Source: an optimization exercise on an open RTL-to-GDS flow (aim: small area, a short achievable clock period and few clock cycles). Production flows keep margins and buffers that such runs may drop. Only simulation tests tie the RTL to the original design; equivalence was not proved. Power and IR drop assume default switching activity.

==> flow/design.v <==
package aip_pkg;
	localparam logic [7:0] CH_NUL = 8'h00;
	localparam logic [7:0] CH_ZERO = 8'h30;
	localparam logic [7:0] CH_X = 8'h78;
	localparam logic [7:0] CH_MINUS = 8'h2d;
	localparam logic [4:0] BASE_AUTO = 5'd0;
	localparam logic [4:0] BASE_DEC = 5'd10;
	localparam logic [4:0] BASE_HEX = 5'd16;
endpackage
module aip_core (
	input  logic [63:0] acc,
	input  logic [2:0]  one,
	input  logic [2:0]  two,
	input  logic [1:0]  neg,
	input  logic [3:0]  d,
	output logic [63:0] nxt
);
	logic [63:0] r0, r1, r2;
	logic [64:0] a;
	logic [63:0] x, y;
	assign a = {acc, 1'b0};
	always_comb begin
		for (int j = 0; j < 64; j++) begin
			r0[j] = ~(((one[0] & a[j+1]) | (two[0] & a[j])) ^ neg[0]);
			r1[j] = ~(((one[1] & a[j+1]) | (two[1] & a[j])) ^ neg[1]);
			r2[j] = ~((one[2] & a[j+1]) | (two[2] & a[j]));
		end
	end
	always_comb begin
		x = '1;
		y = '1;
		x[0] = r0[0];
		y[0] = ~d[0];
		x[1] = r0[1];
		y[1] = ~d[1];
		x[2] = r0[2] ^ r1[0] ^ ~d[2];
		y[3] = (r0[2] & r1[0]) | (r0[2] & ~d[2]) | (r1[0] & ~d[2]);
		y[2] = ~neg[1];
		x[3] = r0[3] ^ r1[1] ^ ~d[3];
		y[4] = (r0[3] & r1[1]) | (r0[3] & ~d[3]) | (r1[1] & ~d[3]);
		for (int j = 4; j < 64; j++) begin
			x[j] = r0[j] ^ r1[j-2] ^ r2[j-4];
			if (j < 63)
				y[j+1] = (r0[j] & r1[j-2]) | (r0[j] & r2[j-4]) | (r1[j-2] & r2[j-4]);
		end
	end
	aip_add u_add (
		.x   (x),
		.y   (y),
		.cin (neg[0]),
		.s   (nxt)
	);
endmodule
module aip_add (
	input  logic [63:0] x,
	input  logic [63:0] y,
	input  logic        cin,
	output logic [63:0] s
);
	logic [63:0] p0;
	logic [64:0] g [0:6];
	logic [64:0] p [0:6];
	always_comb begin
		p0 = x ^ y;   
		g[0][0] = cin;
		p[0][0] = 1'b0;
		for (int i = 0; i < 64; i++) begin
			g[0][i+1] = ~(x[i] | y[i]);
			p[0][i+1] = p0[i];
		end
		for (int l = 1; l <= 6; l++) begin
			for (int i = 0; i < 65; i++) begin
				if ((i >> (l-1)) & 1) begin
					g[l][i] = g[l-1][i] | (p[l-1][i] & g[l-1][((i >> (l-1)) << (l-1)) - 1]);
					p[l][i] = p[l-1][i] & p[l-1][((i >> (l-1)) << (l-1)) - 1];
				end else begin
					g[l][i] = g[l-1][i];
					p[l][i] = p[l-1][i];
				end
			end
		end
		for (int i = 0; i < 64; i++)
			s[i] = p0[i] ^ g[6][i];
	end
endmodule
module ascii_integer_parser (
	input  logic                     clk,
	input  logic                     arst_n,
	input  logic                     item_valid,
	output logic                     item_stall,
	input  logic [8:0]               item,
	output logic                     result_valid,
	input  logic                     result_stall,
	output logic [79:0]              result,
	input  logic                     cfg_we,
	input  logic                     cfg_index,
	input  logic [4:0]               cfg_data
);
	logic [4:0]  base_sel_q;
	logic        sgn_q;
	always_ff @(posedge clk or negedge arst_n) begin
		if (!arst_n) begin
			base_sel_q <= aip_pkg::BASE_AUTO;
			sgn_q <= 1'b1;
		end else if (cfg_we) begin
			if (cfg_index) sgn_q <= cfg_data[0];
			else base_sel_q <= cfg_data;
		end
	end
	logic        ph_prefix, ph_zero, ph_auto0, ph_auto0x, ph_digits;
	logic        neg;
	logic [4:0]  base;
	logic        hex;
	logic        op_v;           
	logic        op_ld;          
	logic [2:0]  op_one, op_two;
	logic [1:0]  op_neg;
	logic [3:0]  op_d;
	logic        op_cset;        
	logic [1:0]  op_cval;
	logic        op_cinc;        
	logic        op_emit;
	logic        rv;
	logic        hold;
	logic        take;
	assign hold = op_v && rv && result_stall;
	assign item_stall = hold;
	assign take = item_valid && !hold;
	logic [7:0]  c;
	logic        f;
	assign c = item[8:1];
	assign f = item[0];
	logic        is_dec, is_hl, is_x, is_zero, is_minus, is_nul;
	logic [3:0]  dval;
	assign is_dec = (c[7:4] == 4'h3) && (c[3:0] <= 4'd9);
	assign is_hl = (c[7:6] == 2'b01) && (c[4:3] == 2'b00) && (c[2:0] != 3'd0) && (c[2:0] != 3'd7);
	assign is_x = (c == aip_pkg::CH_X);
	assign is_zero = (c == aip_pkg::CH_ZERO);
	assign is_minus = (c == aip_pkg::CH_MINUS);
	assign is_nul = (c == aip_pkg::CH_NUL);
	assign dval = is_dec ? c[3:0] : (c[3:0] + 4'd9);
	logic        auto_sel;
	logic [4:0]  first_base;
	logic        first_hex;
	assign auto_sel = (base_sel_q == aip_pkg::BASE_AUTO);
	assign first_base = auto_sel ? aip_pkg::BASE_DEC : base_sel_q;
	assign first_hex = (base_sel_q == aip_pkg::BASE_HEX);
	logic [2:0]  b_one, b_two;
	logic [1:0]  b_neg;
	always_comb begin
		b_one[0] = base[0];
		b_two[0] = base[1] & ~base[0];
		b_neg[0] = base[1];
		b_one[1] = base[2] ^ base[1];
		b_two[1] = (base[3] & ~base[2] & ~base[1]) | (~base[3] & base[2] & base[1]);
		b_neg[1] = base[3];
		b_one[2] = base[4] ^ base[3];
		b_two[2] = base[4] & base[3];
	end
	logic        hex_eff, digit;
	logic        n_prefix, n_zero, n_auto0, n_auto0x, n_digits;
	logic        n_neg;
	logic [4:0]  n_base;
	logic        n_hex;
	logic        o_ld;
	logic [2:0]  o_one, o_two;
	logic [1:0]  o_neg;
	logic [3:0]  o_d;
	logic        o_cset;
	logic [1:0]  o_cval;
	logic        o_cinc;
	logic        o_emit;
	always_comb begin
		hex_eff = f ? first_hex : ph_auto0x ? 1'b1 : ph_auto0 ? 1'b0 : hex;
		digit = is_dec || (is_hl && hex_eff);
		n_prefix = ph_prefix;
		n_zero = ph_zero;
		n_auto0 = ph_auto0;
		n_auto0x = ph_auto0x;
		n_digits = ph_digits;
		n_neg = neg;
		n_base = base;
		n_hex = hex;
		o_ld = 1'b0;
		o_one = b_one;
		o_two = b_two;
		o_neg = b_neg;
		o_d = dval;
		o_cset = 1'b0;
		o_cval = 2'd1;
		o_cinc = 1'b0;
		o_emit = 1'b0;
		if (f) begin
			o_ld = 1'b1;
			o_one = 3'd0;
			o_two = 3'd0;
			o_neg = 2'd0;
			o_cset = 1'b1;
			n_prefix = 1'b0;
			n_zero = 1'b0;
			n_auto0 = 1'b0;
			n_auto0x = 1'b0;
			n_digits = 1'b0;
			n_neg = 1'b0;
			n_base = first_base;
			n_hex = first_hex;
			if (auto_sel && is_zero) begin
				o_d = 4'd0;
				n_auto0 = 1'b1;
			end else if (sgn_q && is_minus) begin
				o_d = 4'd0;
				n_neg = 1'b1;
				n_prefix = 1'b1;
			end else if (first_hex && is_zero) begin
				o_d = 4'd0;
				n_zero = 1'b1;
			end else if (digit) begin
				n_digits = 1'b1;
			end else begin
				o_d = 4'd0;
				o_cval = 2'd0;
				o_emit = 1'b1;
			end
		end else if (ph_prefix && hex && is_zero) begin
			o_cinc = 1'b1;
			n_prefix = 1'b0;
			n_zero = 1'b1;
		end else if (ph_zero && is_x) begin
			o_cinc = 1'b1;
			n_zero = 1'b0;
			n_digits = 1'b1;
		end else if (ph_auto0 && is_x) begin
			n_auto0 = 1'b0;
			n_auto0x = 1'b1;
		end else if (ph_auto0x && is_nul) begin
			n_base = aip_pkg::BASE_DEC;
			n_hex = 1'b0;
			n_auto0x = 1'b0;
			o_emit = 1'b1;
		end else if (ph_prefix || ph_zero || ph_auto0 || ph_auto0x || ph_digits) begin
			if (ph_auto0) begin
				n_base = aip_pkg::BASE_DEC;
				n_hex = 1'b0;
			end
			if (ph_auto0x) begin
				n_base = aip_pkg::BASE_HEX;
				n_hex = 1'b1;
				o_cset = 1'b1;
				o_cval = 2'd2;
			end
			n_prefix = 1'b0;
			n_zero = 1'b0;
			n_auto0 = 1'b0;
			n_auto0x = 1'b0;
			if (digit) begin
				o_ld = 1'b1;
				if (ph_auto0x) o_cval = 2'd3;
				else o_cinc = 1'b1;
				n_digits = 1'b1;
			end else begin
				o_ld = neg;
				o_one = 3'b001;
				o_two = 3'd0;
				o_neg = 2'b01;
				o_d = 4'd0;
				o_emit = 1'b1;
				n_digits = 1'b0;
			end
		end
	end
	always_ff @(posedge clk or negedge arst_n) begin
		if (!arst_n) begin
			ph_prefix <= 1'b0;
			ph_zero <= 1'b0;
			ph_auto0 <= 1'b0;
			ph_auto0x <= 1'b0;
			ph_digits <= 1'b0;
		end else if (take) begin
			ph_prefix <= n_prefix;
			ph_zero <= n_zero;
			ph_auto0 <= n_auto0;
			ph_auto0x <= n_auto0x;
			ph_digits <= n_digits;
		end
	end
	always_ff @(posedge clk) begin
		if (take) begin
			neg <= n_neg;
			base <= n_base;
			hex <= n_hex;
		end
	end
	always_ff @(posedge clk or negedge arst_n) begin
		if (!arst_n) begin
			op_v <= 1'b0;
		end else if (!hold) begin
			op_v <= take && (o_ld || o_cset || o_cinc || o_emit);
		end
	end
	always_ff @(posedge clk) begin
		if (!hold) begin
			op_ld <= take && o_ld;
			op_one <= o_one;
			op_two <= o_two;
			op_neg <= o_neg;
			op_d <= o_d;
			op_cset <= take && o_cset;
			op_cval <= o_cval;
			op_cinc <= take && o_cinc;
			op_emit <= take && o_emit;
		end
	end
	logic [63:0] acc;
	logic [63:0] acc_nxt;
	logic [15:0] cnt;
	aip_core u_core (
		.acc (acc),
		.one (op_one),
		.two (op_two),
		.neg (op_neg),
		.d   (op_d),
		.nxt (acc_nxt)
	);
	always_ff @(posedge clk) begin
		if (op_ld && !hold) acc <= acc_nxt;
		if (!hold) begin
			if (op_cset) cnt <= {14'd0, op_cval};
			else if (op_cinc && cnt != 16'hFFFF) cnt <= cnt + 16'd1;
		end
	end
	always_ff @(posedge clk or negedge arst_n) begin
		if (!arst_n) rv <= 1'b0;
		else if (!(rv && result_stall)) rv <= op_v && op_emit;
	end
	assign result_valid = rv;
	assign result = {acc, cnt};
endmodule
==> flow/constraint.sdc <==
create_clock -name core_clock -period 9.0 [get_ports {clk}]
set_input_delay 1.8000 -clock core_clock [delete_from_list [all_inputs] [get_ports {clk}]]
set_output_delay 1.8000 -clock core_clock [all_outputs]
set_load 0.01 [all_outputs]
==> flow/flow/run.sh <==
#!/bin/bash
# The standard layout, with plain buf_1 cells as the port buffers instead of the
# delay buffers buffer_ports picks by default.
set -euo pipefail
bash standard.sh "BUFFER_PORTS_ARGS=-buffer_cell sky130_fd_sc_hd__buf_1" finish > make_finish.log 2>&1
==> flow/config.mk <==
export PLATFORM = sky130hd
export DESIGN_NAME = ascii_integer_parser
export DESIGN_NICKNAME = ascii_integer_parser
export VERILOG_FILES = /design/flow/design.v
export SDC_FILE = /design/flow/constraint.sdc
export NUM_CORES = 4
export LEC_CHECK = 0
export CAP_MARGIN = 20
export CORE_MARGIN = 2
export CORE_UTILIZATION = 65
export CTS_BUF_LIST = sky130_fd_sc_hd__clkbuf_8
export CTS_CLUSTER_DIAMETER = 50
export CTS_CLUSTER_SIZE = 20
export SETUP_SLACK_MARGIN = 4.5
export SLEW_MARGIN = 20
==> flow/standard.sh <==
#!/bin/bash
# synth_recipe.tcl (not shown) runs the flow's synth.tcl, then flattens the netlist and writes it again
# the make line also repeats each setting of config.mk as NAME=value (left out here)
make -C /OpenROAD-flow-scripts/flow DESIGN_CONFIG=/design/flow/config.mk WORK_HOME=/design/flow/orfs CLKGATE_MAP_FILE= SYNTH_SCRIPT=/design/flow/synth_recipe.tcl "${@:-finish}"
==> results of run 1 <==
layout make-up:
class | count | area, um2 | share of cell area [%]
Clock inverter | 13 | 190.2 | 1.449
Timing Repair Buffer | 137 | 849.6 | 6.473
Inverter | 81 | 304.0 | 2.317
Sequential cell | 118 | 3480 | 26.51
Multi-Input combinational cell | 876 | 7757 | 59.11
Tap cell | 225 | 281.5 | 2.145
Clock buffer | 19 | 261.5 | 1.993
timing repair:
action / CTS / global route
cloned: 1 / 4
buffers inserted: 9 / 9
gates resized for setup: 16 / 64
endpoints found under the hold margin: 0 / 0
endpoints found under the setup margin: 46 / 28
pin swaps: 0 / 15
per-layer routing:
layer | vias up | share of wire (%) | track usage (%)
met5 | - | 0 | 0
met3 | 55 | 8.4 | 5.778
met4 | 0 | 2.4 | 10.65
li1 | 4338 | - | -
met2 | 443 | 47 | 48.62
met1 | 4590 | 42 | 43.56
layout by cell type (no fill, tap or decap), types with 36 or more instances in the layout:
master and count:
sky130_fd_sc_hd__nor2_1 63, sky130_fd_sc_hd__fa_1 66, sky130_fd_sc_hd__ha_1 64, sky130_fd_sc_hd__a22oi_1 137, sky130_fd_sc_hd__xnor2_1 113, sky130_fd_sc_hd__a22o_1 36, sky130_fd_sc_hd__edfxtp_1 105, sky130_fd_sc_hd__inv_1 85
sky130_fd_sc_hd__nand2_1 51, sky130_fd_sc_hd__xor2_1 79, sky130_fd_sc_hd__buf_1 101, sky130_fd_sc_hd__a21oi_1 38
metrics by stage:
step                      total power [mW]  util (%)
after floorplan                      3.157         -
after global placement               3.768     69.39
after detailed placement             3.796     69.39
after CTS                            4.397     72.95
after global routing                 5.007     75.88
final                                4.649     75.88
sequential cells by signal, summed over array words and instances, names as in the netlist, 2 cells and up:
| register | cells |
|---|---|
| base | 5 |
| op_cval | 2 |
| cnt | 16 |
| op_two | 3 |
| acc | 64 |
| base_sel_q | 5 |
| op_d | 4 |
| op_neg | 2 |
| op_one | 3 |
worst min path at each step:
stage / startpoint / slack (ns) / to
after CTS: op_emit / 0.48 / rv
after floorplan: op_emit / 0.44 / rv
after global routing: op_emit / 0.50 / rv
after global placement: op_emit / 0.48 / rv
after detailed placement: op_emit / 0.45 / rv
final: op_emit / 0.48 / rv
critical path: stages (launching register included):
cell and delay (ns):
sky130_fd_sc_hd__edfxtp_1 0.44, sky130_fd_sc_hd__buf_4 0.19, sky130_fd_sc_hd__buf_12 0.14, sky130_fd_sc_hd__a22oi_1 0.19, sky130_fd_sc_hd__xor2_1 0.12, sky130_fd_sc_hd__fa_1 0.55
sky130_fd_sc_hd__inv_1 0.05, sky130_fd_sc_hd__ha_1 0.21, sky130_fd_sc_hd__or3_4 0.43, sky130_fd_sc_hd__a2111oi_4 0.27, sky130_fd_sc_hd__o22ai_4 0.15, sky130_fd_sc_hd__o21ai_4 0.20
sky130_fd_sc_hd__a21oi_4 0.08, sky130_fd_sc_hd__o21ai_2 0.22, sky130_fd_sc_hd__nand3_4 0.14, sky130_fd_sc_hd__a211oi_4 0.36, sky130_fd_sc_hd__nor2_2 0.08, sky130_fd_sc_hd__a311o_1 0.35
kinds of logic (layout without fill, tap and decap cells):
family,Yosys count,in the layout,synth area share (%)
AOI/OAI and AO/OA,330,330,21.54
and+or+nand+nor,206,206,8.580
xor gates and xnor gates,196,196,14.94
buffers and inverters,146,250,4.802
adders and majority gates,134,134,18.90
DFF,118,118,30.28
muxes,10,10,0.9582
power by group through the flow:
stage / combinational [mW] / sequential, mW / clock, mW
6_report: 2.82 / 1.27 / 0.565
5_1_grt: 3.13 / 1.29 / 0.589
4_1_cts: 2.58 / 1.24 / 0.570
3_5_place_dp: 2.54 / 1.26 / 0
3_3_place_gp: 2.50 / 1.27 / 0
2_1_floorplan: 1.94 / 1.22 / 0
==> Flow_metrics.wiki, run 1 <==
{| class="wikitable"
! Metric !! Value
|-
| Min Tclk post-route || 4.441 ns
|-
| Post-synth top cells || 148 x sky130_fd_sc_hd__a22oi_1, 117 x sky130_fd_sc_hd__xnor2_1, 105 x sky130_fd_sc_hd__edfxtp_1, 81 x sky130_fd_sc_hd__inv_1, 79 x sky130_fd_sc_hd__xor2_1
|-
| Via count of the first global-routing pass || 8907
|-
| Arrival time at the worst endpoint || 4.64 ns
|-
| Largest cells by area after synthesis || sky130_fd_sc_hd__edfxtp_1 27%, sky130_fd_sc_hd__fa_1 11%, sky130_fd_sc_hd__a22oi_1 9.7%, sky130_fd_sc_hd__xnor2_1 8.9%, sky130_fd_sc_hd__ha_1 7.4%
|-
| Setup tns final || 0 ns
|-
| Post-synth ARST share || 11.02%
|-
| Total power density per cell area || ~350 mW/mm2
|-
| Sequential share of the synthesized area || 30.28%
|-
| Final worst setup slack || 4.559 ns
|-
| Final GP Congestion || 0.9035
|-
| Kind of capture point of the worst setup path || flop
|-
| Post-route worst hold slack || 0.4755 ns
|-
| Cell variety after synth || 72
|-
| Internal Power || roughly 2.5 mW
|-
| Relative slew margins || 46.08%
|-
| Synthesized instance count || about 1100
|-
| Category of the worst setup path launch point || flop
|-
| CP Max Fanout || 6
|-
| Core Rows || 48
|-
| Clock tree sinks || 118
|-
| Final design area excluding fillers || 0.01312 mm2
|-
| Crit path required time || 9.20 ns
|-
| Non-filler instance count after layout || 1469
|-
| PortBufs || 101
|-
| Proportion of layout cells with a drive suffix above 1 || between 10% and 20%
|-
| RSZ-0062 raised after global routing || true
|-
| Post-synth top area share || a little over a quarter
|-
| Overflow left after global routing || 0
|-
| Warning count from the yosys run || 5
|-
| Post-detail-place hpwl || 18.70 mm
|-
| Root Driver || sky130_fd_sc_hd__clkbuf_8
|-
| Area of the die || 0.01876 mm2
|-
| Finish-stage setup viols || 0
|-
| WS Path Type || reg2reg
|-
| Min-Delay Path Depth || 1
|-
| Ratio of routed vias to standard cells || 6.417
|-
| Number of antenna violations at the first check in global routing || 0
|-
| Fraction of power spent switching nets || a little under half
|-
| Global-route wire length before repair || 45.66 mm
|-
| Mean Syn Cell Area || 10.08 um2
|-
| Area growth from synthesis to layout || 14.21%
|-
| Start point of the critical path || op_two[0]
|-
| Maximum capacitance violations || 0
|-
| Cell Area, Synth || 0.01149 mm2
|-
| Die span in x || 137.0 um
|-
| Leading register cell type out of synthesis || sky130_fd_sc_hd__edfxtp_1
|-
| Count of flip-flops with a built-in enable after synthesis || approximately 110
|-
| Avg WL per Cell || 20.29 um
|-
| Hold violation total from the final report || 0
|-
| Fin nets || roughly 1400
|-
| Pins Over Slew Limit || 0
|-
| RR Startpoint || op_two[0]
|-
| Synth Register Bits || 118
|-
| ANT cells || 0
|-
| CTS tree || built
|-
| Clock share of power || 12.1%
|-
| Reg power frac || 27.3%
|-
| Filler cell count || 1302
|-
| Largest voltage drop on the vdd net || about 0.17 mV
|-
| DRC marker count from the first detailed-route iteration || slightly below 900
|-
| Setup WS pre-CTS || ~3.7 ns
|-
| DRC viols || 0
|-
| Length of the first detailed-routing pass in iterations || 6
|-
| Crit share post-route || about half
|-
| Number of buffers inserted by hold repair at cts || 0
|-
| Floorplan die height || 137.0 um
|-
| Io pins || between 100 and 150
|-
| Static Leakage || 5.214 nW
|-
| Library cell occupying the most area in the post-synthesis netlist || sky130_fd_sc_hd__edfxtp_1
|-
| Total via count in the routed design || 9426
|-
| Initial Util || between 60% and 70%
|-
| Tightest Pin Transition || 0.8089 ns
|-
| Buffers from clock root to sink, at most || 2
|-
| FF-to-FF setup slack || around 4.6 ns
|-
| Final antenna-violating net count || 0
|-
| Global-route usage over all layers || 31.08%
|-
| R2r endpoint || acc[50]
|-
| Largest net degree at the start of global routing || 60
|-
| Dominant cell by count in the synthesized netlist || sky130_fd_sc_hd__a22oi_1
|-
| Total cell area at the placement stage || 0.01200 mm2
|-
| Critical Path End || acc[50]
|-
| Post-Place Cells || 1414
|-
| Routed Wire Length || about 30 mm
|-
| Later-pin clock latency in the skew report || around 0.46 ns
|-
| Maximum clock frequency || 225.2 MHz
|-
| Cell depth of the worst flop-to-flop path || 17
|-
| Hold/Removal Path Class || reg2reg
|-
| Worst-case clock skew || between 0.015 and 0.02 ns
|-
| Clock-pin slew reported for the worst setup and hold paths after clock tree synthesis || 0.07 ns
|-
| Net switching power of the design || between 2 and 2.5 mW
|-
| Combinational Power Share || 60.6%
|-
| Outcome || no timing/DRC/antenna violations
|-
| CTS Buf Count || 17
|-
| Core outline area || between 0.015 and 0.02 mm2
|-
| H-tree Lvls || 4
|-
| Net count after synthesis || approximately 1300
|}
Testbench counts, summed over its fixed seeds: cycles 48,268.
==> inputs of run 2 (changes only) <==
--- a/flow/config.mk
+++ b/flow/config.mk
@@ -7,9 +7,10 @@
 export LEC_CHECK = 0
 export CAP_MARGIN = 20
 export CORE_MARGIN = 2
-export CORE_UTILIZATION = 65
+export CORE_UTILIZATION = 55
 export CTS_BUF_LIST = sky130_fd_sc_hd__clkbuf_8
 export CTS_CLUSTER_DIAMETER = 50
 export CTS_CLUSTER_SIZE = 20
+export PLACE_DENSITY = 0.75
 export SETUP_SLACK_MARGIN = 4.5
 export SLEW_MARGIN = 20
==> run 2 against run 1 <==
  * Combinational power fell by 5%
  * Critical path depth fell by 2
  * Final cell count rose by 2.5%
  * Clock power fell by 17%
  * Critical path type unchanged
  * Area after synthesis did not move
  * Die area rose by 18%
  * Register-to-register slack improved by 0.04 ns
  * Sequential power barely moved
  * Largest cell class unchanged
  * Synthesized cell count did not move
==> Flow_metrics.wiki, run 2 <==
{| class="wikitable"
! Metric !! Value
|-
| Outcome || no timing/DRC/antenna violations
|-
| Final antenna-violating net count || 0 (unchanged)
|-
| Post-synth top area share || 27.44% (unchanged)
|-
| Hold path start || op_emit
|-
| Min-Delay Path Depth || 1 (unchanged)
|-
| Dominant cell by count in the synthesized netlist || sky130_fd_sc_hd__a22oi_1
|-
| Floorplan die height || 148.5 um (+8.5%)
|-
| Largest voltage drop on the vdd net || 0.1765 mV (+1.6%)
|-
| RSZ-0062 raised after global routing || true
|-
| Core Rows || 52 (+8.3%)
|-
| Cell depth of the worst flop-to-flop path || 15 (-2)
|-
| Library cell occupying the most area in the post-synthesis netlist || sky130_fd_sc_hd__edfxtp_1
|-
| Biggest registers after layout || acc (64), cnt (16)
|-
| Number of antenna violations at the first check in global routing || 0 (unchanged)
|-
| Filler cell count || 1676 (+29%)
|-
| Final GP Congestion || 0.8556 (-5.3%)
|-
| Net count after synthesis || 1294 (unchanged)
|-
| Clock-pin slew reported for the worst setup and hold paths after clock tree synthesis || 0.08 ns (about the same)
|-
| Post-synth top cells || 148 x sky130_fd_sc_hd__a22oi_1, 117 x sky130_fd_sc_hd__xnor2_1, 105 x sky130_fd_sc_hd__edfxtp_1, 81 x sky130_fd_sc_hd__inv_1, 79 x sky130_fd_sc_hd__xor2_1
|-
| Synthesized instance count || 1140 (unchanged)
|-
| Area used by multi-input combinational logic || 0.007622 mm2 (-1.7%)
|-
| Crit share post-route || 48.85% (-0.49 points)
|-
| Number of buffers inserted by hold repair at cts || 0 (unchanged)
|-
| Hold/Removal Path Class || reg2reg
|-
| Area of the die || 0.02207 mm2 (+18%)
|-
| Pins Over Slew Limit || 0 (unchanged)
|-
| Root Driver || sky130_fd_sc_hd__clkbuf_8
|-
| Post-Place Cells || 1458 (+3.1%)
|-
| Mean Syn Cell Area || 10.08 um2 (unchanged)
|-
| Arrival time at the worst endpoint || 4.62 ns (-0.02 ns)
|-
| Post-detail-place hpwl || 18.25 mm (-2.4%)
|-
| Ratio of routed vias to standard cells || 6.221 (-3.1%)
|-
| Finish-stage setup viols || 0 (unchanged)
|-
| Maximum clock frequency || 227.5 MHz (+1.0%)
|-
| Total via count in the routed design || 9362 (-0.68%)
|-
| Leading register cell type out of synthesis || sky130_fd_sc_hd__edfxtp_1
|-
| Final Power || 4.413 mW (-5.1%)
|-
| Overflow left after global routing || 0 (unchanged)
|-
| CTS tree || built
|-
| Later-pin clock latency in the skew report || 0.47 ns (about the same)
|-
| FF-to-FF setup slack || 4.60 ns (+0.04 ns)
|-
| Worst-case clock skew || 0.01067 ns (-0.007882 ns)
|-
| Clock tree sinks || 118 (unchanged)
|-
| Buffers from clock root to sink, at most || 2 (unchanged)
|-
| PortBufs || 101 (unchanged)
|-
| Highest-count cells in the layout ignoring fill and taps || 142 x sky130_fd_sc_hd__a22oi_1, 113 x sky130_fd_sc_hd__xnor2_1, 105 x sky130_fd_sc_hd__edfxtp_1
|-
| Final worst setup slack || 4.604 ns (+0.04454 ns)
|-
| Global-route usage over all layers || 25.56% (-5.5 points)
|-
| Non-filler instance count after layout || 1505 (+2.5%)
|-
| Initial Util || 56.43% (-10 points)
|-
| Routed Wire Length || 29.54 mm (-0.90%)
|-
| WS Path Type || reg2reg
|-
| Cell variety after synth || 72 (unchanged)
|-
| Kind of capture point of the worst setup path || flop
|-
| Core outline area || 0.02036 mm2 (+18%)
|-
| Total power density per cell area || 343.0 mW/mm2 (-3.2%)
|-
| Proportion of layout cells with a drive suffix above 1 || 8.988% (-1.9 points)
|-
| Crit path required time || 9.23 ns (+0.03 ns)
|-
| Static Leakage || 5.091 nW (-2.4%)
|-
| CTS Buf Count || 17 (unchanged)
|-
| Io pins || 102 (unchanged)
|-
| Worst Hold End || rv
|-
| Net switching power of the design || 2.086 mW (-2.3%)
|-
| Largest cells by area after synthesis || sky130_fd_sc_hd__edfxtp_1 27%, sky130_fd_sc_hd__fa_1 11%, sky130_fd_sc_hd__a22oi_1 9.7%, sky130_fd_sc_hd__xnor2_1 8.9%, sky130_fd_sc_hd__ha_1 7.4%
|-
| Fin nets || 1376 (-0.65%)
|-
| Cell Area, Synth || 0.01149 mm2 (unchanged)
|-
| Setup tns final || 0 ns (unchanged)
|-
| Internal Power || 2.327 mW (-7.5%)
|-
| Reg power frac || 28.4% (+1.1 points)
|-
| Leading cell type in the layout, fill and taps excluded || sky130_fd_sc_hd__a22oi_1
|-
| Register with the highest flop count || acc
|-
| Warning count from the yosys run || 5 (unchanged)
|-
| ANT cells || 0 (unchanged)
|-
| Length of the first detailed-routing pass in iterations || 5 (-1)
|-
| Synth Register Bits || 118 (unchanged)
|-
| Sequential cell area || 0.003480 mm2 (unchanged)
|-
| Hold violation total from the final report || 0 (unchanged)
|-
| RR Startpoint || op_one[1]
|-
| Count of flip-flops with a built-in enable after synthesis || 105 (unchanged)
|-
| Setup WS pre-CTS || 4.014 ns (+0.2702 ns)
|-
| Fraction of power spent switching nets || 47.27% (+1.4 points)
|-
| Tightest Pin Transition || 0.9272 ns (+0.1183 ns)
|-
| Clock share of power || 10.7% (-1.4 points)
|-
| Largest net degree at the start of global routing || 67 (+12%)
|-
| Relative slew margins || 38.19% (-7.9 points)
|-
| Sequential share of the synthesized area || 30.28% (unchanged)
|-
| DRC marker count from the first detailed-route iteration || 732 (-18%)
|-
| H-tree Lvls || 4 (unchanged)
|-
| Combinational Power Share || 60.9% (+0.3 points)
|-
| CP Max Fanout || 31 (+25)
|-
| Number of flip-flops in the largest register || 64 (unchanged)
|-
| Avg WL per Cell || 19.63 um (-3.3%)
|-
| Maximum capacitance violations || 0 (unchanged)
|-
| Min Tclk post-route || 4.396 ns (-0.04454 ns)
|-
| R2r endpoint || acc[50]
|-
| DRC viols || 0 (unchanged)
|-
| Post-synth ARST share || 11.02% (unchanged)
|-
| Area growth from synthesis to layout || 11.99%
|-
| Die span in x || 148.5 um (+8.5%)
|-
| Category of the worst setup path launch point || flop
|-
| Global-route wire length before repair || 45.38 mm (-0.62%)
|-
| Via count of the first global-routing pass || 8948 (+0.46%)
|}
==> run 2: changes by cell type in the layout (fill, tap and decap cells not counted), sizes merged <==
cell | before | now
buf | 131 | 122
bufbuf | 1 | 0
bufinv | 5 | 1
clkbuf | 24 | 23
clkinv | 3 | 4
clkinvlp | 1 | 5
inv | 85 | 86
==> run 2: power by group through the flow <==
stage	Sequential [mW]	Clock, mW	Combinational, mW
floorplan	1.22	0	1.94
global placement	1.24	0	2.48
detailed placement	1.25	0	2.54
CTS	1.24	0.477	2.57
global route	1.28	0.497	2.99
finish	1.26	0.470	2.69
==> run 2: routing by layer <==
metal  routed length [um]  GRT usage, %  vias up
met5                    0             0        -
met4                  670         7.619        0
met3                 2465         5.184       53
met2                13940         40.74      419
met1                12470         35.51     4565
li1                     -             -     4325
==> run 2: critical path: stages (launching register included) <==
cell                        delay (ns)
sky130_fd_sc_hd__edfxtp_1         0.42
sky130_fd_sc_hd__clkbuf_16        0.23
sky130_fd_sc_hd__a22oi_2          0.26
sky130_fd_sc_hd__xnor2_2          0.17
sky130_fd_sc_hd__fa_1             0.46
sky130_fd_sc_hd__ha_1             0.25
sky130_fd_sc_hd__or3_4            0.41
sky130_fd_sc_hd__a2111oi_4        0.34
sky130_fd_sc_hd__o22ai_2          0.17
sky130_fd_sc_hd__nor2b_4          0.19
sky130_fd_sc_hd__a21oi_2          0.13
sky130_fd_sc_hd__o21ai_2          0.20
sky130_fd_sc_hd__nand3_4          0.14
sky130_fd_sc_hd__a211oi_4         0.30
sky130_fd_sc_hd__nor2_1           0.10
sky130_fd_sc_hd__a311o_1          0.35
==> run 2: how the worst max path moves through the flow <==
stage,slack [ns],start,cells after the start,end
final,4.60,op_one[1],15,acc[50]
after global routing,4.43,op_one[1],16,acc[29]
after CTS,4.50,op_neg[1],15,acc[50]
after detailed placement,4.01,op_neg[1],16,acc[29]
after global placement,4.19,result_stall,4,item_stall
after floorplan,4.59,result_stall,2,item_stall
==> run 2: cell families (layout without fill, tap and decap cells) <==
family                   after synthesis  count (layout)  synth area share, %
buffers and inverters                146             241                4.802
AO/OA/AOI/OAI                        330             330                21.54
multiplexers                          10              10               0.9582
AND/OR/NAND/NOR                      206             206                8.580
flip-flops                           118             118                30.28
adder cells (fa/ha/maj)              134             134                18.90
XOR/XNOR                             196             196                14.94
==> run 2: metrics by stage <==
stage / util (%) / cell area [um2] / hold WS, ns
after floorplan: - / 11490 / 0.4392
after detailed placement: 59.18 / 12050 / 0.4593
after global routing: 63.19 / 12870 / 0.5278
after global placement: 59.18 / 12050 / 0.4666
final: 63.19 / 12870 / 0.4882
after CTS: 61.26 / 12480 / 0.4884
==> run 2: final cells by class <==
cell class	instances	area share [%]
multi-input combinational	876	59.23
timing repair buffer	128	5.892
tap	270	2.625
sequential	118	27.04
inverter	81	2.363
clock buffer	17	1.818
clock inverter	15	1.031
==> run 2: what timing repair did <==
action	in CTS	in global routing
hold endpoints to repair	0	0
cloned	0	7
pin swaps	0	7
endpoints found under the setup margin	33	26
buffers inserted	0	8
gates resized for setup	14	46
==> inputs of run 3 (changes only) <==
--- a/flow/config.mk
+++ b/flow/config.mk
@@ -7,10 +7,9 @@
 export LEC_CHECK = 0
 export CAP_MARGIN = 20
 export CORE_MARGIN = 2
-export CORE_UTILIZATION = 55
+export CORE_UTILIZATION = 50
 export CTS_BUF_LIST = sky130_fd_sc_hd__clkbuf_8
 export CTS_CLUSTER_DIAMETER = 50
 export CTS_CLUSTER_SIZE = 20
-export PLACE_DENSITY = 0.75
 export SETUP_SLACK_MARGIN = 4.5
 export SLEW_MARGIN = 20
==> run 3 against run 2 <==
  * Critical endpoint is now acc[59]
  * Largest power group unchanged
  * Clock power up 15%
  * Combinational power about the same
  * Utilization down 6.0 points
  * Non-clock buffer count up 5
  * Area after synthesis unchanged
  * Clock skew up 0.0043 ns
  * Global-route usage down 1.2 points
  * Critical path depth up 1
  * Die area up 9.7%
  * Final cell count up 1.3%
==> Flow_metrics.wiki, run 3 <==
{| class="wikitable"
! Metric !! Value
|-
| H-tree Lvls || 4 (unchanged)
|-
| Hold path start || op_emit
|-
| RSZ-0062 raised after global routing || true
|-
| Root Driver || sky130_fd_sc_hd__clkbuf_8
|-
| CP dominant cell by count || sky130_fd_sc_hd__xnor2_1
|-
| DRC marker count from the first detailed-route iteration || 748 (+2.2%)
|-
| Ratio of routed vias to standard cells || 6.077 (-2.3%)
|-
| Routed Wire Length || 29.92 mm (+1.3%)
|-
| Net count after synthesis || 1294 (unchanged)
|-
| Slowest library cell on the worst path || sky130_fd_sc_hd__fa_1
|-
| Pins Over Slew Limit || 0 (unchanged)
|-
| Final antenna-violating net count || 0 (unchanged)
|-
| Sequential share of the synthesized area || 30.28% (unchanged)
|-
| DRC viols || 0 (unchanged)
|-
| Worst-case clock skew || 0.01498 ns (+0.004306 ns)
|-
| Outcome || no timing/DRC/antenna violations
|-
| Cell depth of the worst flop-to-flop path || 16 (+1)
|-
| Later-pin clock latency in the skew report || 0.45 ns (-0.02 ns)
|-
| Largest net degree at the start of global routing || 62 (-7.5%)
|-
| Global-route usage over all layers || 24.37% (-1.2 points)
|-
| Total power density per cell area || 347.0 mW/mm2 (+1.2%)
|-
| Highest-count cells in the layout ignoring fill and taps || 147 x sky130_fd_sc_hd__a22oi_1, 117 x sky130_fd_sc_hd__xnor2_1, 105 x sky130_fd_sc_hd__edfxtp_1
|-
| CP cell instances || buf_4 > clkbuf_16 > a22oi_1 > xnor2_1 > fa_1 > ha_1 > a21o_1 > a21oi_1 > o21bai_1 > a311o_1 > o311a_1 > o41a_4 > a31oi_4 > nor2b_1 > nor2_2 > xnor2_1
|-
| FF-to-FF setup slack || 4.69 ns (+0.09 ns)
|-
| Min-Delay Path Depth || 1 (unchanged)
|-
| Biggest registers after layout || acc (64), cnt (16)
|-
| Hold violation total from the final report || 0 (unchanged)
|-
| Area growth from synthesis to layout || 12.28%
|-
| Number of antenna violations at the first check in global routing || 0 (unchanged)
|-
| Largest voltage drop on the vdd net || 0.1504 mV (-15%)
|-
| Leading cell type in the layout, fill and taps excluded || sky130_fd_sc_hd__a22oi_1
|-
| Number of flip-flops in the largest register || 64 (unchanged)
|-
| Maximum capacitance violations || 0 (unchanged)
|-
| Fin nets || 1381 (+0.36%)
|-
| Floorplan die height || 155.6 um (+4.7%)
|-
| Maximum clock frequency || 232.1 MHz (+2.0%)
|-
| Setup tns final || 0 ns (unchanged)
|-
| Overflow left after global routing || 0 (unchanged)
|-
| Warning count from the yosys run || 5 (unchanged)
|-
| PortBufs || 101 (unchanged)
|-
| Cell Area, Synth || 0.01149 mm2 (unchanged)
|-
| Core outline area || 0.02257 mm2 (+11%)
|-
| Largest stage delay on the critical path || 0.52 ns (+0.06 ns)
|-
| Hold/Removal Path Class || reg2reg
|-
| Via count of the first global-routing pass || 9173 (+2.5%)
|-
| CP Max Fanout || 29 (-6.5%)
|-
| Final GP Congestion || 0.8583 (+0.32%)
|-
| Crit share post-route || 47.87% (-0.98 points)
|-
| Min Tclk post-route || 4.308 ns (-0.08806 ns)
|-
| Total via count in the routed design || 9267 (-1.0%)
|-
| Relative slew margins || 41.76% (+3.6 points)
|-
| Worst Hold End || rv
|-
| WS Path Type || reg2reg
|-
| Family with the most delay on the worst path || compound AO/OA/AOI/OAI gates
|-
| CTS tree || built
|-
| Kind of capture point of the worst setup path || flop
|-
| Crit path required time || 9.20 ns (-0.03 ns)
|-
| Register with the highest flop count || acc
|-
| Area of the die || 0.02421 mm2 (+9.7%)
|-
| Arrival time at the worst endpoint || 4.51 ns (-0.11 ns)
|-
| Post-synth ARST share || 11.02% (unchanged)
|-
| Start point of the critical path || op_two[0]
|-
| Post-detail-place hpwl || 19.38 mm (+6.2%)
|-
| Count of flip-flops with a built-in enable after synthesis || 105 (unchanged)
|-
| Cell variety after synth || 72 (unchanged)
|-
| Buffers from clock root to sink, at most || 2 (unchanged)
|-
| Initial Util || 50.91% (-5.5 points)
|-
| Number of buffers inserted by hold repair at cts || 0 (unchanged)
|-
| Library cell occupying the most area in the post-synthesis netlist || sky130_fd_sc_hd__edfxtp_1
|-
| Bufs and invs on worst path || 2 (+1)
|-
| Clock-pin slew reported for the worst setup and hold paths after clock tree synthesis || 0.10 ns (+0.02 ns)
|-
| Post-synth top area share || 27.44% (unchanged)
|-
| Die span in x || 155.6 um (+4.7%)
|-
| Post-synth top cells || 148 x sky130_fd_sc_hd__a22oi_1, 117 x sky130_fd_sc_hd__xnor2_1, 105 x sky130_fd_sc_hd__edfxtp_1, 81 x sky130_fd_sc_hd__inv_1, 79 x sky130_fd_sc_hd__xor2_1
|-
| Synthesized instance count || 1140 (unchanged)
|-
| Finish-stage setup viols || 0 (unchanged)
|-
| Global-route wire length before repair || 47.58 mm (+4.8%)
|-
| ANT cells || 0 (unchanged)
|-
| Leading register cell type out of synthesis || sky130_fd_sc_hd__edfxtp_1
|-
| Category of the worst setup path launch point || flop
|-
| Avg WL per Cell || 19.62 um (about the same)
|-
| Core Rows || 55 (+5.8%)
|-
| Io pins || 102 (unchanged)
|-
| Proportion of layout cells with a drive suffix above 1 || 8.952% (-0.036 points)
|-
| Static Leakage || 5.102 nW (+0.21%)
|-
| Clock tree sinks || 118 (unchanged)
|-
| Tightest Pin Transition || 0.8736 ns (-0.05360 ns)
|-
| Dominant cell by count in the synthesized netlist || sky130_fd_sc_hd__a22oi_1
|-
| Synth Register Bits || 118 (unchanged)
|-
| Length of the first detailed-routing pass in iterations || 5 (unchanged)
|-
| Mean Syn Cell Area || 10.08 um2 (unchanged)
|-
| Largest cells by area after synthesis || sky130_fd_sc_hd__edfxtp_1 27%, sky130_fd_sc_hd__fa_1 11%, sky130_fd_sc_hd__a22oi_1 9.7%, sky130_fd_sc_hd__xnor2_1 8.9%, sky130_fd_sc_hd__ha_1 7.4%
|-
| R2r endpoint || acc[59]
|-
| Final Power || 4.477 mW (+1.4%)
|-
| CTS Buf Count || 17 (unchanged)
|-
| RR Startpoint || op_two[0]
|}
run 3: area by class of cell:
| class | instances | area (um2) |
|---|---|---|
| clock inverter | 15 | 182.7 |
| clock buffer | 17 | 234.0 |
| tap | 285 | 356.6 |
| multi-input combinational | 876 | 7557 |
| sequential | 118 | 3480 |
| timing repair buffer | 133 | 788.3 |
| fill | 2019 | 9669 |
| inverter | 81 | 304.0 |
run 3: timing repair:
action / in CTS / in global routing
setup buffers: 6 / 8
setup endpoints to repair: 44 / 33
pin swaps: 0 / 7
gates resized for setup: 19 / 22
cloned: 0 / 5
endpoints found under the hold margin: 0 / 0
run 3: worst max path at each step:
stage | end | slack [ns] | cells after the start
final | acc[59] | 4.69 | 16
after global routing | acc[63] | 4.46 | 16
after CTS | acc[63] | 4.51 | 16
after detailed placement | acc[50] | 3.89 | 16
after global placement | acc[50] | 3.97 | 16
after floorplan | item_stall | 4.59 | 2
run 3: metrics by stage:
step | hold slack, ns | util (%) | instance area (um2) | std cells | setup slack [ns]
finish | 0.4727 | 57.16 | 12900 | 1525 | 4.692
detailed placement | 0.4695 | 53.53 | 12080 | 1474 | 3.890
floorplan | 0.4392 | - | 11490 | 1140 | 4.595
global placement | 0.4615 | 53.51 | 12080 | 1474 | 3.972
global route | 0.5208 | 57.16 | 12900 | 1525 | 4.462
CTS | 0.4825 | 55.91 | 12620 | 1512 | 4.514
run 3: logic make-up (layout without fill, tap and decap cells):
kind of cell	count (synthesis)	after routing	synth area share, %
AO/OA/AOI/OAI	330	330	21.54
XOR/XNOR	196	196	14.94
adder cells (fa/ha/maj)	134	134	18.90
buffers and inverters	146	246	4.802
flip-flops	118	118	30.28
multiplexers	10	10	0.9582
AND/OR/NAND/NOR	206	206	8.580
run 3: report_power, final:
| group | internal (mW) | total (mW) | leakage, nW | switching, mW |
|---|---|---|---|---|
| registers | 0.937 | 1.27 | 1.19 | 0.329 |
| clock network | 0.260 | 0.541 | 0.210 | 0.281 |
| logic | 1.17 | 2.67 | 3.70 | 1.50 |
run 3: routing by layer:
metal	up-vias	global-route usage, %	wire length (um)
met1	4560	34.11	13430
met2	329	39.44	13980
li1	4335	-	-
met5	-	0	0
met3	43	3.556	1908
met4	0	7.383	596
run 3: worst register-to-register path, delay by kind of cell, from the launching register on:
family	cells	cell delay, ns
and+or+nand+nor	2	0.18
buffers and inverters	2	0.38
DFF	1	0.45
xor gates and xnor gates	2	0.19
adders and majority gates	2	0.76
AOI/OAI and AO/OA	8	2.11
==> inputs of run 4 (changes only) <==
--- a/flow/config.mk
+++ b/flow/config.mk
@@ -7,9 +7,10 @@
 export LEC_CHECK = 0
 export CAP_MARGIN = 20
 export CORE_MARGIN = 2
-export CORE_UTILIZATION = 50
+export CORE_UTILIZATION = 55
 export CTS_BUF_LIST = sky130_fd_sc_hd__clkbuf_8
 export CTS_CLUSTER_DIAMETER = 50
 export CTS_CLUSTER_SIZE = 20
+export GPL_TIMING_DRIVEN = 0
 export SETUP_SLACK_MARGIN = 4.5
 export SLEW_MARGIN = 20
==> run 4 against run 3 <==
  * First-iteration DRC count fell by 13%
  * Largest cell class unchanged
  * Final cell count rose by 2.0%
  * Still clean
  * Clock-buffer cell count rose by 1
==> Flow_metrics.wiki, run 4 <==
{| class="wikitable"
! Metric !! Value
|-
| Outcome || no timing/DRC/antenna violations
|-
| Non-filler instance count after layout || 1556 (+2.0%)
|-
| Filler cell count || 1735 (-14%)
|-
| CTS tree || built
|-
| WS Path Type || in2out
|-
| Min Tclk post-route || 4.403 ns (+0.09532 ns)
|-
| Largest cells by area after synthesis || sky130_fd_sc_hd__edfxtp_1 27%, sky130_fd_sc_hd__fa_1 11%, sky130_fd_sc_hd__a22oi_1 9.7%, sky130_fd_sc_hd__xnor2_1 8.9%, sky130_fd_sc_hd__ha_1 7.4%
|-
| Total cell area at the placement stage || 0.01223 mm2 (+1.2%)
|-
| Warning count from the yosys run || 5 (unchanged)
|-
| Via count of the first global-routing pass || 9197 (+0.26%)
|-
| Crit path required time || 7.20 ns (-2.00 ns)
|-
| Later-pin clock latency in the skew report || 0.46 ns (about the same)
|-
| Core Rows || 52 (-5.5%)
|-
| Leading register cell type out of synthesis || sky130_fd_sc_hd__edfxtp_1
|-
| Post-synth top area share || 27.44% (unchanged)
|-
| H-tree Lvls || 4 (unchanged)
|-
| DRC marker count from the first detailed-route iteration || 654 (-13%)
|-
| Final worst setup slack || 4.597 ns (-0.09532 ns)
|-
| Sequential share of the synthesized area || 30.28% (unchanged)
|-
| Maximum clock frequency || 227.1 MHz (-2.2%)
|-
| Area growth from synthesis to layout || 16.47%
|-
| Io pins || 102 (unchanged)
|-
| Final core area utilization || 65.72% (+8.6 points)
|-
| Floorplan die height || 148.5 um (-4.5%)
|-
| Post-route worst hold slack || 0.5202 ns (+0.04748 ns)
|-
| Kind of capture point of the worst setup path || primary output
|-
| Setup tns final || 0 ns (unchanged)
|-
| Total via count in the routed design || 9404 (+1.5%)
|-
| PortBufs || 101 (unchanged)
|-
| Area of the die || 0.02207 mm2 (-8.9%)
|-
| Largest voltage drop on the vdd net || 0.1321 mV (-12%)
|-
| Routed Wire Length || 31.12 mm (+4.0%)
|-
| Highest-count cells in the layout ignoring fill and taps || 126 x sky130_fd_sc_hd__a22oi_1, 111 x sky130_fd_sc_hd__xnor2_1, 105 x sky130_fd_sc_hd__edfxtp_1
|-
| Ratio of routed vias to standard cells || 6.044 (-0.54%)
|-
| Cell variety after synth || 72 (unchanged)
|-
| Final Power || 4.618 mW (+3.2%)
|-
| Relative slew margins || 48.52% (+6.8 points)
|-
| Arrival time at the worst endpoint || 2.60 ns (-1.91 ns)
|-
| Leading cell type in the layout, fill and taps excluded || sky130_fd_sc_hd__a22oi_1
|-
| Cell Area, Synth || 0.01149 mm2 (unchanged)
|-
| Post-synth top cells || 148 x sky130_fd_sc_hd__a22oi_1, 117 x sky130_fd_sc_hd__xnor2_1, 105 x sky130_fd_sc_hd__edfxtp_1, 81 x sky130_fd_sc_hd__inv_1, 79 x sky130_fd_sc_hd__xor2_1
|-
| Biggest registers after layout || acc (64), cnt (16)
|-
| Mean Syn Cell Area || 10.08 um2 (unchanged)
|-
| Number of flip-flops in the largest register || 64 (unchanged)
|-
| Synthesized instance count || 1140 (unchanged)
|-
| Synth Register Bits || 118 (unchanged)
|-
| Number of buffers inserted by hold repair at cts || 0 (unchanged)
|-
| ANT cells || 0 (unchanged)
|-
| Buffers from clock root to sink, at most || 2 (unchanged)
|-
| DRC viols || 0 (unchanged)
|-
| Net count after synthesis || 1294 (unchanged)
|-
| CTS Buf Count || 17 (unchanged)
|-
| Global-route usage over all layers || 28.44% (+4.1 points)
|-
| Post-synth ARST share || 11.02% (unchanged)
|-
| Static Leakage || 5.287 nW (+3.6%)
|-
| Crit share post-route || 48.93% (+1.1 points)
|-
| Pins Over Slew Limit || 0 (unchanged)
|-
| Worst-case clock skew || 0.02321 ns (+0.008237 ns)
|-
| FF-to-FF setup slack || 4.60 ns (-0.10 ns)
|-
| Core outline area || 0.02036 mm2 (-9.8%)
|-
| Hold violation total from the final report || 0 (unchanged)
|-
| Busiest grt layer || met2
|-
| Initial Util || 56.43% (+5.5 points)
|-
| Met2 Use GR || 45.65% (+6.2 points)
|-
| Library cell occupying the most area in the post-synthesis netlist || sky130_fd_sc_hd__edfxtp_1
|-
| Met1 track demand over resource in global routing || 39.47% (+5.4 points)
|-
| Setup WS pre-CTS || 3.492 ns (-0.3978 ns)
|-
| Count of flip-flops with a built-in enable after synthesis || 105 (unchanged)
|-
| Global-route wire length before repair || 49.25 mm (+3.5%)
|-
| Clock-pin slew reported for the worst setup and hold paths after clock tree synthesis || 0.10 ns (about the same)
|-
| Final GP Congestion || 0.9037 (+5.3%)
|-
| Largest net degree at the start of global routing || 42 (-32%)
|-
| GR Layer Usage met3 || 4.877% (+1.3 points)
|-
| Die span in x || 148.5 um (-4.5%)
|-
| Proportion of layout cells with a drive suffix above 1 || 15.63% (+6.7 points)
|-
| Tightest Pin Transition || 0.7713 ns (-0.1023 ns)
|-
| Post-Place Cells || 1512 (+2.6%)
|-
| Maximum capacitance violations || 0 (unchanged)
|-
| RSZ-0062 raised after global routing || true
|-
| Hold/Removal Path Class || reg2reg
|-
| Overflow left after global routing || 0 (unchanged)
|-
| Total power density per cell area || 345.1 mW/mm2 (-0.55%)
|-
| CP Max Fanout || 11 (-62%)
|-
| Root Driver || sky130_fd_sc_hd__clkbuf_8
|-
| Register with the highest flop count || acc
|-
| Clock tree sinks || 118 (unchanged)
|-
| Length of the first detailed-routing pass in iterations || 6 (+1)
|-
| Final design area excluding fillers || 0.01338 mm2 (+3.7%)
|-
| Finish-stage setup viols || 0 (unchanged)
|-
| Avg WL per Cell || 20.00 um (+1.9%)
|-
| Number of antenna violations at the first check in global routing || 0 (unchanged)
|-
| Final antenna-violating net count || 0 (unchanged)
|-
| Dominant cell by count in the synthesized netlist || sky130_fd_sc_hd__a22oi_1
|-
| Category of the worst setup path launch point || input port
|-
| Fin nets || 1427 (+3.3%)
|-
| Post-detail-place hpwl || 22.52 mm (+16%)
|}
-- run 4: cell types whose count changed in the layout (fill, tap and decap cells not counted), sizes merged --
cell | before | now
clkbuf | 22 | 53
buf | 128 | 143
clkinvlp | 1 | 4
inv | 91 | 88
bufinv | 2 | 1
nand3 | 19 | 20
-- run 4: layout make-up --
cell class	count	area, um2	area share [%]
multi-input combinational	877	7975	59.59
sequential	118	3480	26.00
timing repair buffer	113	481.7	3.599
buffer	65	416.7	3.113
tap	270	337.8	2.524
inverter	81	304.0	2.272
clock buffer	18	247.7	1.851
clock inverter	14	141.4	1.056
-- run 4: layer usage --
metal / part of all wire (%) / wire [um] / vias up
met1: 44 / 13560 / 4634
met2: 48 / 14970 / 315
met3: 6.3 / 1976 / 37
met5: 0 / 0 / -
li1: - / - / 4418
met4: 2.0 / 611 / 0
-- run 4: final timing paths --
check / from / to / cells after the start
worst max-delay path: result_stall / item_stall / 4
worst min-delay path: op_cval[0] / cnt[0] / 2
worst max register to register: op_one[0] / acc[50] / 16
worst min register to register: op_cval[0] / cnt[0] / 2
max in group asynchronous: arst_n / ph_auto0x / 1
min in group asynchronous: arst_n / base_sel_q[4] / 1
-- run 4: kinds of logic (layout without fill, tap and decap cells) --
family                   count (synthesis)  after routing  synth area share (%)
multiplexers                            10             10                0.9582
buffers and inverters                  146            291                 4.802
AND/OR/NAND/NOR                        206            207                 8.580
AO/OA/AOI/OAI                          330            330                 21.54
XOR/XNOR                               196            196                 14.94
adder cells (fa/ha/maj)                134            134                 18.90
flip-flops                             118            118                 30.28
-- run 4: repair_timing --
item / in CTS / in global routing
cloned: 0 / 1
endpoints found under the setup margin: 50 / 28
setup buffers: 3 / 8
resized for setup: 96 / 126
pin swaps: 5 / 22
-- run 4: critical path, stage by stage --
cell and delay [ns]:
sky130_fd_sc_hd__buf_1 0.26, sky130_fd_sc_hd__nand3_4 0.22, sky130_fd_sc_hd__inv_1 0.17, sky130_fd_sc_hd__buf_1 0.16
-- run 4: power by group --
part / internal (mW) / switching, mW
sequential: 0.937 / 0.342
clock: 0.233 / 0.269
combinational: 1.27 / 1.56
==> inputs of run 5 (changes only) <==
--- a/flow/config.mk
+++ b/flow/config.mk
@@ -11,6 +11,5 @@
 export CTS_BUF_LIST = sky130_fd_sc_hd__clkbuf_8
 export CTS_CLUSTER_DIAMETER = 50
 export CTS_CLUSTER_SIZE = 20
-export GPL_TIMING_DRIVEN = 0
 export SETUP_SLACK_MARGIN = 4.5
 export SLEW_MARGIN = 20
==> run 5 against run 4 <==
  * Clock power fell by 5.6%
  * Still clean on timing, DRC and antenna
  * Routed wire length fell by 7.3%
  * Synthesized cell count did not move
  * Critical path depth rose by 11
  * Register-to-register slack improved by 0.08 ns
==> Flow_metrics.wiki, run 5 <==
{| class="wikitable"
! Metric !! Value
|-
| Tightest Pin Transition || 0.8134 ns (+0.04211 ns)
|-
| Largest stage delay on the critical path || 0.51 ns (+0.25 ns)
|-
| Net switching power of the design || 2.074 mW (-4.6%)
|-
| Avg WL per Cell || 19.12 um (-4.4%)
|-
| Hold violation total from the final report || 0 (unchanged)
|-
| Synth Area in Adders || 18.90% (unchanged)
|-
| Total via count in the routed design || 9173 (-2.5%)
|-
| Total cell area at the placement stage || 0.01206 mm2 (-1.4%)
|-
| Die span in x || 148.5 um (unchanged)
|-
| Setup WS pre-CTS || 3.831 ns (+0.3390 ns)
|-
| Combinational Power Share || 60.6% (-0.8 points)
|-
| Number of flip-flops in the largest register || 64 (unchanged)
|-
| Slowest library cell on the worst path || sky130_fd_sc_hd__fa_1
|-
| Filler cell count || 1785 (+2.9%)
|-
| Register with the highest flop count || acc
|-
| Warning count from the yosys run || 5 (unchanged)
|-
| Min Tclk post-route || 4.327 ns (-0.07655 ns)
|-
| Sequential share of the synthesized area || 30.28% (unchanged)
|-
| Family with the most delay on the worst path || compound AO/OA/AOI/OAI gates
|-
| Number of antenna violations at the first check in global routing || 0 (unchanged)
|-
| CTS Buf Count || 17 (unchanged)
|-
| Finish-stage setup viols || 0 (unchanged)
|-
| Post-synth top cells || 148 x sky130_fd_sc_hd__a22oi_1, 117 x sky130_fd_sc_hd__xnor2_1, 105 x sky130_fd_sc_hd__edfxtp_1, 81 x sky130_fd_sc_hd__inv_1, 79 x sky130_fd_sc_hd__xor2_1
|-
| RR Startpoint || op_two[0]
|-
| Mean Syn Cell Area || 10.08 um2 (unchanged)
|-
| Setup tns final || 0 ns (unchanged)
|-
| Relative slew margins || 45.77% (-2.8 points)
|-
| Internal Power || 2.326 mW (-4.8%)
|-
| Post-synthesis mux area share || 0.9582% (unchanged)
|-
| DRC marker count from the first detailed-route iteration || 632 (-3.4%)
|-
| Root Driver || sky130_fd_sc_hd__clkbuf_8
|-
| Post-detail-place hpwl || 19.00 mm (-16%)
|-
| Clock-pin slew reported for the worst setup and hold paths after clock tree synthesis || 0.07 ns (-0.03 ns)
|-
| Crit path required time || 9.19 ns (+1.99 ns)
|-
| Hold path start || op_emit
|-
| Floorplan die height || 148.5 um (unchanged)
|-
| Final antenna-violating net count || 0 (unchanged)
|-
| H-tree Lvls || 4 (unchanged)
|-
| Area fraction in compound gates after synthesis || 21.54% (unchanged)
|-
| Clock share of power || 10.8% (about the same)
|-
| CTS tree || built
|-
| Kind of capture point of the worst setup path || flop
|-
| Arrival time at the worst endpoint || 4.52 ns (+1.92 ns)
|-
| Dominant cell by count in the synthesized netlist || sky130_fd_sc_hd__a22oi_1
|-
| Area share of xor/xnor cells in the synthesized design || 14.94% (unchanged)
|-
| Synthesized instance count || 1140 (unchanged)
|-
| Largest family of logic cells by synthesized area || compound AO/OA/AOI/OAI gates
|-
| Cell variety after synth || 72 (unchanged)
|-
| Global-route usage over all layers || 26.60% (-1.8 points)
|-
| ANT cells || 0 (unchanged)
|-
| Crit share post-route || 48.08% (-0.85 points)
|-
| Maximum capacitance violations || 0 (unchanged)
|-
| Ratio of routed vias to standard cells || 6.083 (+0.65%)
|-
| Largest voltage drop on the vdd net || 0.1399 mV (+5.9%)
|-
| CP Max Fanout || 41 (+30)
|-
| Library cell occupying the most area in the post-synthesis netlist || sky130_fd_sc_hd__edfxtp_1
|-
| CP cell instances || buf_12 > a22oi_1 > xnor2_1 > fa_1 > ha_1 > or3_4 > a2111oi_4 > o22ai_2 > nor2b_2 > a21oi_2 > o21ai_2 > nand3_4 > a211oi_4 > nor2_1 > a311o_1
|-
| Via count of the first global-routing pass || 8968 (-2.5%)
|-
| Net count after synthesis || 1294 (unchanged)
|-
| Worst-case clock skew || 0.02348 ns (+0.0002667 ns)
|-
| PortBufs || 101 (unchanged)
|-
| Area of the die || 0.02207 mm2 (unchanged)
|-
| Final worst setup slack || 4.673 ns (+0.07655 ns)
|-
| WS Path Type || reg2reg
|-
| Reg power frac || 28.6% (+0.9 points)
|-
| Clock tree sinks || 118 (unchanged)
|-
| Non-filler instance count after layout || 1508 (-3.1%)
|-
| Post-synth top area share || 27.44% (unchanged)
|-
| Buffers from clock root to sink, at most || 2 (unchanged)
|-
| Count of flip-flops with a built-in enable after synthesis || 105 (unchanged)
|-
| Highest-count cells in the layout ignoring fill and taps || 145 x sky130_fd_sc_hd__a22oi_1, 116 x sky130_fd_sc_hd__xnor2_1, 105 x sky130_fd_sc_hd__edfxtp_1
|-
| Post-synth ARST share || 11.02% (unchanged)
|-
| Category of the worst setup path launch point || flop
|-
| Area used by multi-input combinational logic || 0.007582 mm2 (-4.9%)
|-
| Total power density per cell area || 343.7 mW/mm2 (-0.38%)
|-
| Largest cells by area after synthesis || sky130_fd_sc_hd__edfxtp_1 27%, sky130_fd_sc_hd__fa_1 11%, sky130_fd_sc_hd__a22oi_1 9.7%, sky130_fd_sc_hd__xnor2_1 8.9%, sky130_fd_sc_hd__ha_1 7.4%
|-
| Length of the first detailed-routing pass in iterations || 5 (-1)
|-
| Start point of the critical path || op_two[0]
|-
| Area growth from synthesis to layout || 11.40%
|-
| RSZ-0062 raised after global routing || true
|-
| Post-Place Cells || 1459 (-3.5%)
|-
| Outcome || no timing/DRC/antenna violations
|-
| Static Leakage || 5.059 nW (-4.3%)
|-
| Final design area excluding fillers || 0.01280 mm2 (-4.4%)
|-
| Largest net degree at the start of global routing || 63 (+50%)
|-
| Biggest registers after layout || acc (64), cnt (16)
|-
| Final Power || 4.400 mW (-4.7%)
|-
| Hold/Removal Path Class || reg2reg
|-
| Leading register cell type out of synthesis || sky130_fd_sc_hd__edfxtp_1
|-
| Later-pin clock latency in the skew report || 0.45 ns (about the same)
|-
| Fin nets || 1379 (-3.4%)
|-
| Synth Register Bits || 118 (unchanged)
|-
| Routed Wire Length || 28.84 mm (-7.3%)
|-
| Fraction of power spent switching nets || 47.14% (+0.051 points)
|-
| Overflow left after global routing || 0 (unchanged)
|-
| Bufs and invs on worst path || 1 (-2)
|-
| Core Rows || 52 (unchanged)
|-
| Core outline area || 0.02036 mm2 (unchanged)
|-
| Synth Area in Simple Gates || 8.580% (unchanged)
|-
| DRC viols || 0 (unchanged)
|-
| Post-route worst hold slack || 0.5016 ns (-0.01856 ns)
|-
| Leading cell type in the layout, fill and taps excluded || sky130_fd_sc_hd__a22oi_1
|-
| Final GP Congestion || 0.8787 (-2.8%)
|-
| Cell Area, Synth || 0.01149 mm2 (unchanged)
|-
| Proportion of layout cells with a drive suffix above 1 || 9.370% (-6.3 points)
|-
| Sequential cell area || 0.003480 mm2 (unchanged)
|-
| Pins Over Slew Limit || 0 (unchanged)
|-
| Global-route wire length before repair || 47.28 mm (-4.0%)
|-
| Final core area utilization || 62.86% (-2.9 points)
|-
| Initial Util || 56.43% (unchanged)
|-
| Io pins || 102 (unchanged)
|-
| Maximum clock frequency || 231.1 MHz (+1.8%)
|}
run 5: cell counts after synthesis:
No cell type changed its count.
run 5: power by group through the flow:
stage                     combinational, mW  clock, mW  sequential [mW]
final                                  2.67      0.474             1.26
after global routing                   3.01      0.509             1.29
after CTS                              2.59      0.487             1.25
after global placement                 2.53          0             1.27
after floorplan                        1.94          0             1.22
after detailed placement               2.55          0             1.26
run 5: kinds of logic (layout without fill, tap and decap cells):
logic type | Yosys count | count (layout)
AO/OA/AOI/OAI | 330 | 330
XOR/XNOR | 196 | 196
adder cells (fa/ha/maj) | 134 | 134
buffers and inverters | 146 | 244
flip-flops | 118 | 118
multiplexers | 10 | 10
AND/OR/NAND/NOR | 206 | 206
run 5: cell type report:
| class | instances | area share (%) |
|---|---|---|
| sequential | 118 | 27.18 |
| inverter | 81 | 2.375 |
| timing repair buffer | 131 | 5.630 |
| multi-input combinational | 876 | 59.23 |
| clock inverter | 14 | 1.007 |
| tap | 270 | 2.639 |
| clock buffer | 18 | 1.935 |
run 5: path summary, 6_finish.rpt:
path / end / slack [ns] / cells after the start
setup / recovery: acc[50] / 4.67 / 15
hold / removal: rv / 0.50 / 1
setup reg to reg: acc[50] / 4.67 / 15
hold reg to reg: rv / 0.50 / 1
max in group asynchronous: ph_auto0x / 7.10 / 1
min in group asynchronous: base_sel_q[4] / 1.41 / 1
run 5: metal layers:
metal / vias to the layer above / wire [um] / track usage (%)
met2: 361 / 13410 / 41.62
li1: 4328 / - / -
met5: - / 0 / 0
met3: 33 / 2194 / 3.773
met4: 0 / 436 / 7.905
met1: 4451 / 12800 / 38.66
run 5: repair_timing:
| action | in CTS | in global routing |
|---|---|---|
| cloned | 0 | 3 |
| pin swaps | 0 | 4 |
| hold buffers | 0 | 0 |
| setup endpoints to repair | 44 | 26 |
| resized for setup | 12 | 35 |
| setup buffers | 9 | 5 |

[afterwards: timing with drivers on the ports]
The flow's constraints put no driver on any port. The routed layouts listed below were extracted and timed again, unchanged, in two steps. Step 1 (the two cells are an assumption about what drives the block):
set clk [get_ports {clk}]
set_driving_cell -lib_cell sky130_fd_sc_hd__clkbuf_16 $clk
set_driving_cell -lib_cell sky130_fd_sc_hd__buf_2 [delete_from_list [all_inputs] $clk]
Step 2 adds t to the input delays and takes it off the output delays; t is the mean of the earliest and latest rising clock arrival at the registers after step 1. Input paths then give back, and output paths get back, about the clock's delay inside the block. a / b / c = ideal ports / drivers / drivers and shift; a / b = the first two.
run	shift t [ns]	setup WS [ns]	hold slack, ns	slew at the worst register clock pin (ns)	cell pins on the clock port's net
run 1	0.488	4.559 / 4.559 / 4.371	0.475 / 0.475 / 0.475	0.08 / 0.08	1
run 2	0.508	4.604 / 4.604 / 4.369	0.488 / 0.488 / 0.488	0.08 / 0.08	1
run 3	0.487	4.692 / 4.692 / 4.273	0.473 / 0.473 / 0.473	0.10 / 0.10	1
run 4	0.490	4.597 / 4.576 / 4.323	0.520 / 0.520 / 0.520	0.10 / 0.10	1
run 5	0.477	4.673 / 4.673 / 4.383	0.502 / 0.502 / 0.502	0.09 / 0.09	1
After both steps every run listed still meets setup and hold. The setup slack of run 3, which loses most, moves by 0.000 ns with the drivers and by -0.419 ns with both steps.
